This design comes from an exercise in tuning for small area and a short achievable clock period on the open sky130 flow, not from production work. Function was checked by simulation only, so behaviour that the tests miss may differ from the original. Power figures rest on the tool's default switching activity, not on a simulated workload.

$ cat design/flow/design.v
package uyvy2rgb_pkg;
    localparam int unsigned YW   = 8;
    localparam int unsigned DW   = 9;
    localparam int unsigned CW   = 18;
    localparam int unsigned PW   = DW + CW;
    localparam int unsigned AW   = 28;
    localparam int unsigned OW   = 16;
    localparam int unsigned FRAC = 17;
    localparam logic signed [CW-1:0] COEF_R_V = 18'sd91881;
    localparam logic signed [CW-1:0] COEF_G_U = 18'sd22554;
    localparam logic signed [CW-1:0] COEF_G_V = 18'sd46802;
    localparam logic signed [CW-1:0] COEF_B_U = 18'sd116130;
    localparam logic [OW-1:0] FULL_SCALE = 16'd65280;
    localparam logic [AW-1:0] ROUND_HALF = 28'd256;
    localparam logic [9:0]    CHROMA_MID = 10'd255;
    typedef struct packed {
        logic                 valid;
        logic [YW-1:0]        luma_first;
        logic [YW-1:0]        luma_second;
        logic signed [PW-1:0] prod_r_v;
        logic signed [PW-1:0] prod_g_u;
        logic signed [PW-1:0] prod_g_v;
        logic signed [PW-1:0] prod_b_u;
    } t_prod_stage;
    typedef struct packed {
        logic                 valid;
        logic signed [AW-1:0] red_first;
        logic signed [AW-1:0] green_first;
        logic signed [AW-1:0] blue_first;
        logic signed [AW-1:0] red_second;
        logic signed [AW-1:0] green_second;
        logic signed [AW-1:0] blue_second;
    } t_acc_stage;
    typedef struct packed {
        logic          valid;
        logic [OW-1:0] red_first;
        logic [OW-1:0] green_first;
        logic [OW-1:0] blue_first;
        logic [OW-1:0] red_second;
        logic [OW-1:0] green_second;
        logic [OW-1:0] blue_second;
    } t_rgb_stage;
    function automatic logic [OW-1:0] clamp_chan(input logic signed [AW-1:0] acc);
        logic [AW-1:0] sum;
        logic [AW-10:0] v;
        sum = $unsigned(acc) + ROUND_HALF;
        v   = sum[AW-1:9];
        if (acc <= 0) begin
            clamp_chan = {OW{1'b0}};
        end else if (v > (AW-9)'(FULL_SCALE)) begin
            clamp_chan = FULL_SCALE;
        end else begin
            clamp_chan = v[OW-1:0];
        end
    endfunction
endpackage
module uyvy2rgb_mul (
    input  logic                               i_clk,
    input  logic                               i_rst_n,
    input  logic                               i_valid,
    input  logic [7:0]                         i_cb_sample,
    input  logic [7:0]                         i_luma_first,
    input  logic [7:0]                         i_cr_sample,
    input  logic [7:0]                         i_luma_second,
    output uyvy2rgb_pkg::t_prod_stage          o_prod
);
    logic                                  r_v1;
    logic signed [uyvy2rgb_pkg::DW-1:0]    r_du;
    logic signed [uyvy2rgb_pkg::DW-1:0]    r_dv;
    logic [uyvy2rgb_pkg::YW-1:0]           r_y1;
    logic [uyvy2rgb_pkg::YW-1:0]           r_y2;
    logic [uyvy2rgb_pkg::DW-1:0]           n_du;
    logic [uyvy2rgb_pkg::DW-1:0]           n_dv;
    uyvy2rgb_pkg::t_prod_stage             r_prod;
    assign n_du = {i_cb_sample, 1'b0} - uyvy2rgb_pkg::CHROMA_MID[uyvy2rgb_pkg::DW-1:0];
    assign n_dv = {i_cr_sample, 1'b0} - uyvy2rgb_pkg::CHROMA_MID[uyvy2rgb_pkg::DW-1:0];
    always_ff @(posedge i_clk) begin
        if (!i_rst_n) begin
            r_v1         <= 1'b0;
            r_prod.valid <= 1'b0;
        end else begin
            r_v1         <= i_valid;
            r_prod.valid <= r_v1;
        end
        r_du <= $signed(n_du);
        r_dv <= $signed(n_dv);
        r_y1 <= i_luma_first;
        r_y2 <= i_luma_second;
        r_prod.luma_first  <= r_y1;
        r_prod.luma_second <= r_y2;
        r_prod.prod_r_v <= uyvy2rgb_pkg::PW'(r_dv) * uyvy2rgb_pkg::PW'(uyvy2rgb_pkg::COEF_R_V);
        r_prod.prod_g_u <= uyvy2rgb_pkg::PW'(r_du) * uyvy2rgb_pkg::PW'(uyvy2rgb_pkg::COEF_G_U);
        r_prod.prod_g_v <= uyvy2rgb_pkg::PW'(r_dv) * uyvy2rgb_pkg::PW'(uyvy2rgb_pkg::COEF_G_V);
        r_prod.prod_b_u <= uyvy2rgb_pkg::PW'(r_du) * uyvy2rgb_pkg::PW'(uyvy2rgb_pkg::COEF_B_U);
    end
    assign o_prod = r_prod;
endmodule
module uyvy2rgb_acc (
    input  logic                       i_clk,
    input  logic                       i_rst_n,
    input  uyvy2rgb_pkg::t_prod_stage  i_prod,
    output uyvy2rgb_pkg::t_acc_stage   o_acc
);
    logic signed [uyvy2rgb_pkg::AW-1:0] n_base1;
    logic signed [uyvy2rgb_pkg::AW-1:0] n_base2;
    logic signed [uyvy2rgb_pkg::AW-1:0] n_rv;
    logic signed [uyvy2rgb_pkg::AW-1:0] n_gu;
    logic signed [uyvy2rgb_pkg::AW-1:0] n_gv;
    logic signed [uyvy2rgb_pkg::AW-1:0] n_bu;
    uyvy2rgb_pkg::t_acc_stage           r_acc;
    assign n_base1 = $signed({3'b000, i_prod.luma_first,
                              {uyvy2rgb_pkg::FRAC{1'b0}}});
    assign n_base2 = $signed({3'b000, i_prod.luma_second,
                              {uyvy2rgb_pkg::FRAC{1'b0}}});
    assign n_rv = uyvy2rgb_pkg::AW'(i_prod.prod_r_v);
    assign n_gu = uyvy2rgb_pkg::AW'(i_prod.prod_g_u);
    assign n_gv = uyvy2rgb_pkg::AW'(i_prod.prod_g_v);
    assign n_bu = uyvy2rgb_pkg::AW'(i_prod.prod_b_u);
    always_ff @(posedge i_clk) begin
        if (!i_rst_n) begin
            r_acc.valid <= 1'b0;
        end else begin
            r_acc.valid <= i_prod.valid;
        end
        r_acc.red_first    <= n_base1 + n_rv;
        r_acc.green_first  <= n_base1 - n_gu - n_gv;
        r_acc.blue_first   <= n_base1 + n_bu;
        r_acc.red_second   <= n_base2 + n_rv;
        r_acc.green_second <= n_base2 - n_gu - n_gv;
        r_acc.blue_second  <= n_base2 + n_bu;
    end
    assign o_acc = r_acc;
endmodule
module uyvy2rgb_clamp (
    input  logic                      i_clk,
    input  logic                      i_rst_n,
    input  uyvy2rgb_pkg::t_acc_stage  i_acc,
    output uyvy2rgb_pkg::t_rgb_stage  o_rgb
);
    uyvy2rgb_pkg::t_rgb_stage r_rgb;
    always_ff @(posedge i_clk) begin
        if (!i_rst_n) begin
            r_rgb.valid <= 1'b0;
        end else begin
            r_rgb.valid <= i_acc.valid;
        end
        r_rgb.red_first    <= uyvy2rgb_pkg::clamp_chan(i_acc.red_first);
        r_rgb.green_first  <= uyvy2rgb_pkg::clamp_chan(i_acc.green_first);
        r_rgb.blue_first   <= uyvy2rgb_pkg::clamp_chan(i_acc.blue_first);
        r_rgb.red_second   <= uyvy2rgb_pkg::clamp_chan(i_acc.red_second);
        r_rgb.green_second <= uyvy2rgb_pkg::clamp_chan(i_acc.green_second);
        r_rgb.blue_second  <= uyvy2rgb_pkg::clamp_chan(i_acc.blue_second);
    end
    assign o_rgb = r_rgb;
endmodule
module uyvy_to_rgb_pair_converter (
    input  logic        i_clk,
    input  logic        i_rst_n,
    input  logic        start,
    output logic        busy,
    input  logic [7:0]  i_cb_sample,
    input  logic [7:0]  i_luma_first,
    input  logic [7:0]  i_cr_sample,
    input  logic [7:0]  i_luma_second,
    output logic        o_valid,
    output logic [15:0] o_red_first,
    output logic [15:0] o_green_first,
    output logic [15:0] o_blue_first,
    output logic [15:0] o_red_second,
    output logic [15:0] o_green_second,
    output logic [15:0] o_blue_second
);
    logic                      accept;
    uyvy2rgb_pkg::t_prod_stage prod;
    uyvy2rgb_pkg::t_acc_stage  acc;
    uyvy2rgb_pkg::t_rgb_stage  rgb;
    assign busy   = ~i_rst_n;
    assign accept = start & ~busy;
    uyvy2rgb_mul u_mul (
        .i_clk         (i_clk),
        .i_rst_n       (i_rst_n),
        .i_valid       (accept),
        .i_cb_sample   (i_cb_sample),
        .i_luma_first  (i_luma_first),
        .i_cr_sample   (i_cr_sample),
        .i_luma_second (i_luma_second),
        .o_prod        (prod)
    );
    uyvy2rgb_acc u_acc (
        .i_clk   (i_clk),
        .i_rst_n (i_rst_n),
        .i_prod  (prod),
        .o_acc   (acc)
    );
    uyvy2rgb_clamp u_clamp (
        .i_clk   (i_clk),
        .i_rst_n (i_rst_n),
        .i_acc   (acc),
        .o_rgb   (rgb)
    );
    assign o_valid        = rgb.valid;
    assign o_red_first    = rgb.red_first;
    assign o_green_first  = rgb.green_first;
    assign o_blue_first   = rgb.blue_first;
    assign o_red_second   = rgb.red_second;
    assign o_green_second = rgb.green_second;
    assign o_blue_second  = rgb.blue_second;
endmodule
$ cat design/flow/run.sh
#!/bin/bash
# synth_recipe.tcl (not shown) runs the flow's synth.tcl, then flattens the netlist and writes it again
# the make line also repeats each setting of config.mk as NAME=value (left out here)
make -C /OpenROAD-flow-scripts/flow DESIGN_CONFIG=/design/flow/config.mk WORK_HOME=/design/flow/orfs CLKGATE_MAP_FILE= SYNTH_SCRIPT=/design/flow/synth_recipe.tcl finish
$ cat design/flow/config.mk
export PLATFORM = sky130hd
export DESIGN_NAME = uyvy_to_rgb_pair_converter
export DESIGN_NICKNAME = uyvy_to_rgb_pair_converter
export VERILOG_FILES = /design/flow/design.v
export SDC_FILE = /design/flow/constraint.sdc
export NUM_CORES = 4
export LEC_CHECK = 0
export CAP_MARGIN = 20
export CORE_MARGIN = 2
export CORE_UTILIZATION = 40
export SLEW_MARGIN = 20
$ cat design/flow/constraint.sdc
create_clock -name core_clock -period 5.5 [get_ports {i_clk}]
set_input_delay 1.1000 -clock core_clock [delete_from_list [all_inputs] [get_ports {i_clk}]]
set_output_delay 1.1000 -clock core_clock [all_outputs]
set_load 0.01 [all_outputs]
==> impl_metrics.csv <==
group,metric,value,unit
run_status,status,"finished clean",
detailed_routing,via_count,15304,
worst_hold_path,worstHoldPathType,"register to register",
timing,slew-limit-headroom,0.4040,
synth,yosys-top-cells-area,"dfxtp_1 31%, ha_1 20%, fa_1 12%, inv_1 6.0%, xnor2_1 5.0%",
detailed_routing,drc_errors,0,
clock_network,cts_num_sinks,332,
placement,io_buffers,132,
floorplanning,die_area,55920,sq um
clock_network,clock_latency,550,ps
cells_and_area,nFillCells,5024,
cells_and_area,fin_area,25050,sq um
clock_network,cts_buffer_depth,3,
synth,async_reset_ff_frac,0,
floorplanning,row_count,85,
global_route,grt_max_degree,15,
critical_path,start_kind,"register",
global_route,grt_pass1_vias,15311,
floorplanning,die_h,236.5,um
timing,period_needed,5153,ps
critical_path,r2r_setup_slack,350,ps
placement,gp_congestion,0.9097,
global_route,antenna_found_initial,0,
synth,syn_area,21620,sq um
power,p_leak,0.01189,uW
floorplanning,start_util,0.4033,
detailed_routing,totalWireLength,49730,um
critical_path,crit_type,"register to register",
detailed_routing,postRouteAntennaNets,0,
placement,place_area,23740,sq um
timing,setup_viol,0,
synth,yosysTopAreaCell,"dfxtp_1",
synth,synth_top_area_share,0.3074,
synth,synth_ff_type,"dfxtp_1",
placement,place_worst_setup_slack,161.8,ps
placement,hpwlAfterDp,41620,um
timing,final.period_utilization,0.9369,
timing,grt_setup_unrepaired,"false",
timing,hold_viol_final,0,
cells_and_area,syn_to_final_growth,15.86,%
power,p_total,15690,uW
power,peakVddDrop,0.2538,mV
timing,tightest_slew,885.8,ps
cells_and_area,n_antenna_cell,0,
cells_and_area,nets,2879,
timing,final.setup.worst_slack,347.1,ps
clock_network,clk_pin_slew_worst_paths,60,ps
global_route,grt_pass1_wl,79720,um
detailed_routing,via_per_inst,4.946,
floorplanning,core,53600,sq um
synth,synth_common_cells,"343 x inv_1, 339 x ha_1, 332 x dfxtp_1",
synth,seq_area_frac_synth,0.3074,
synth,ys_types,79,
timing,max_freq,0.1941,GHz
detailed_routing,wl_per_cell,16.07,um
detailed_routing,firstDrtPassIters,5,
power,cellPowerDensity,626.2,nW/um^2
synth,ys_warn_count,3,
clock_network,cts_tree,"built",
floorplanning,num_io_pins,133,
synth,synth_edf_count,0,
floorplanning,fp.dieW,236.5,um
synth,ys_ff_latch,332,
clock_network,root_buffer,"clkbuf_16",
critical_path,crit_path_max_fanout,7,
synth,postSynthCellCount,2225,
detailed_routing,drt_iter0_drc,662,
critical_path,arrival,5600,ps
flow_run,cap_viol_max_count,0,
clock_network,htreeDepth,2,
cells_and_area,drive_gt1_frac,0.05213,
global_route,grt.overflow.total,0,
timing,fin_tns_setup,0,ps
synth,syn_avg_cell_area,9.716,sq um
synth,syn_nets,2731,
timing,holdWs,323.8,ps
critical_path,cp.required,5950,ps
timing,clock_skew,15.40,ps
clock_network,cts_inserted_buffers,37,
critical_path,end_kind,"register",
synth,synth.most_common_cell,"inv_1",
global_route,grt_usage,0.1788,
timing,slew_viol_final,0,
stage by stage:
step	std cells	util
after detailed placement	3030	0.4428
final	3094	0.4673
after global routing	3094	0.4673
after CTS	3094	0.4664
after global placement	3030	0.4428
after floorplan	2225	-
final cells by class:
cell class | count | area [sq um] | share of cell area
Multi-Input combinational cell | 1514 | 13550 | 0.5411
Sequential cell | 332 | 6651 | 0.2655
Timing Repair Buffer | 145 | 1419 | 0.05665
Inverter | 343 | 1287 | 0.05140
Clock buffer | 44 | 992.2 | 0.03961
Tap cell | 696 | 870.8 | 0.03477
Clock inverter | 20 | 272.8 | 0.01089
power by group:
group	switching, uW	internal (uW)
registers	749	3460
logic	4870	4020
clock network	1010	1570
layer usage:
layer / GRT usage / share of wire / vias to the layer above / routed length, um
li1: - / - / 7757 / -
met1: 0.2394 / 0.47 / 7186 / 23360
met5: 0 / 0 / - / 0
met2: 0.2947 / 0.46 / 286 / 22710
met4: 0.05217 / 0.027 / 0 / 1324
met3: 0.03229 / 0.047 / 75 / 2334
flip-flops by register name, indices dropped and copies added (netlist names):
signal,cells
u_mul.r_dv,8
u_clamp.r_rgb,97
u_mul.r_v1,1
u_mul.r_prod,102
u_mul.r_y2,8
u_mul.r_y1,8
u_mul.r_du,8
u_acc.r_acc,100
final timing paths:
kind	from	end	cells after the start
worst min-delay path	u_mul.r_prod[10]$_DFF_P_	u_acc.r_acc[94]$_DFF_P_	0
worst max register to register	u_mul.r_du[4]$_DFF_P_	u_mul.r_prod[26]$_DFF_P_	17
worst min register to register	u_mul.r_prod[10]$_DFF_P_	u_acc.r_acc[94]$_DFF_P_	0
worst max-delay path	u_mul.r_du[4]$_DFF_P_	u_mul.r_prod[26]$_DFF_P_	17
logic make-up (layout without fill, tap and decap cells):
family | count (synthesis) | after routing | share of synthesized area
adder cells (fa/ha/maj) | 471 | 471 | 0.3184
AND/OR/NAND/NOR | 457 | 457 | 0.1099
AO/OA/AOI/OAI | 386 | 386 | 0.1156
buffers and inverters | 379 | 552 | 0.06754
flip-flops | 332 | 332 | 0.3074
XOR/XNOR | 198 | 198 | 0.08022
multiplexers | 2 | 2 | 0.0009261
worst max-delay path, cell delays in order, from the launching register on:
cell and delay, ps:
dfxtp_2 380, ha_1 380, inv_1 80, fa_1 460, fa_1 530, fa_1 550, inv_1 40, ha_1 300
ha_1 380, a21oi_1 180, o22ai_1 120, or3_1 340, o31a_1 280, a41o_1 280, o2111ai_1 200, a21boi_1 120
o21a_1 190, o311ai_1 240
repair_timing:
action	CTS	global route
resized for setup	0	11
setup buffers	0	0
hold buffers	0	0
setup endpoints to repair	0	5
layout by cell type, fill, tap and decap left out, types with 17 or more instances in the layout:
master	count
nand2b_1	17
nand2_1	79
ha_1	338
o21a_1	28
a21o_1	47
dfxtp_1	328
xnor2_1	122
inv_1	342
nor2_1	115
and3_1	27
clkdlybuf4s50_1	132
nor3_1	39
o21ai_0	56
nor2b_1	23
nand3_1	53
a21oi_1	138
clkbuf_16	37
fa_1	132
xor2_1	74

static timing again, ports no longer ideal:
In the flow no input, the clock included, has a driving cell. The finished layout below was timed again as built, in two steps. Step 1 assumes that a clkbuf_16 drives the clock port and a buf_2 every other input. Step 2 adds t to the input delays and takes it off the output delays; t is the mean of the earliest and latest rising clock arrival at the registers after step 1. Input paths then give back, and output paths get back, about the clock's delay inside the block. Three values: ideal, step 1, step 2; two values: the first two.
shift t [ns]: 0.597
setup slack, ns: 0.347 / 0.347 / 0.347
worst setup path at the end: register to register
pins driven straight from the clock port: 1
After both steps setup and hold are still met in this run. For this run, drivers alone change the setup slack by 0.000 ns; drivers and shift together by 0.000 ns.
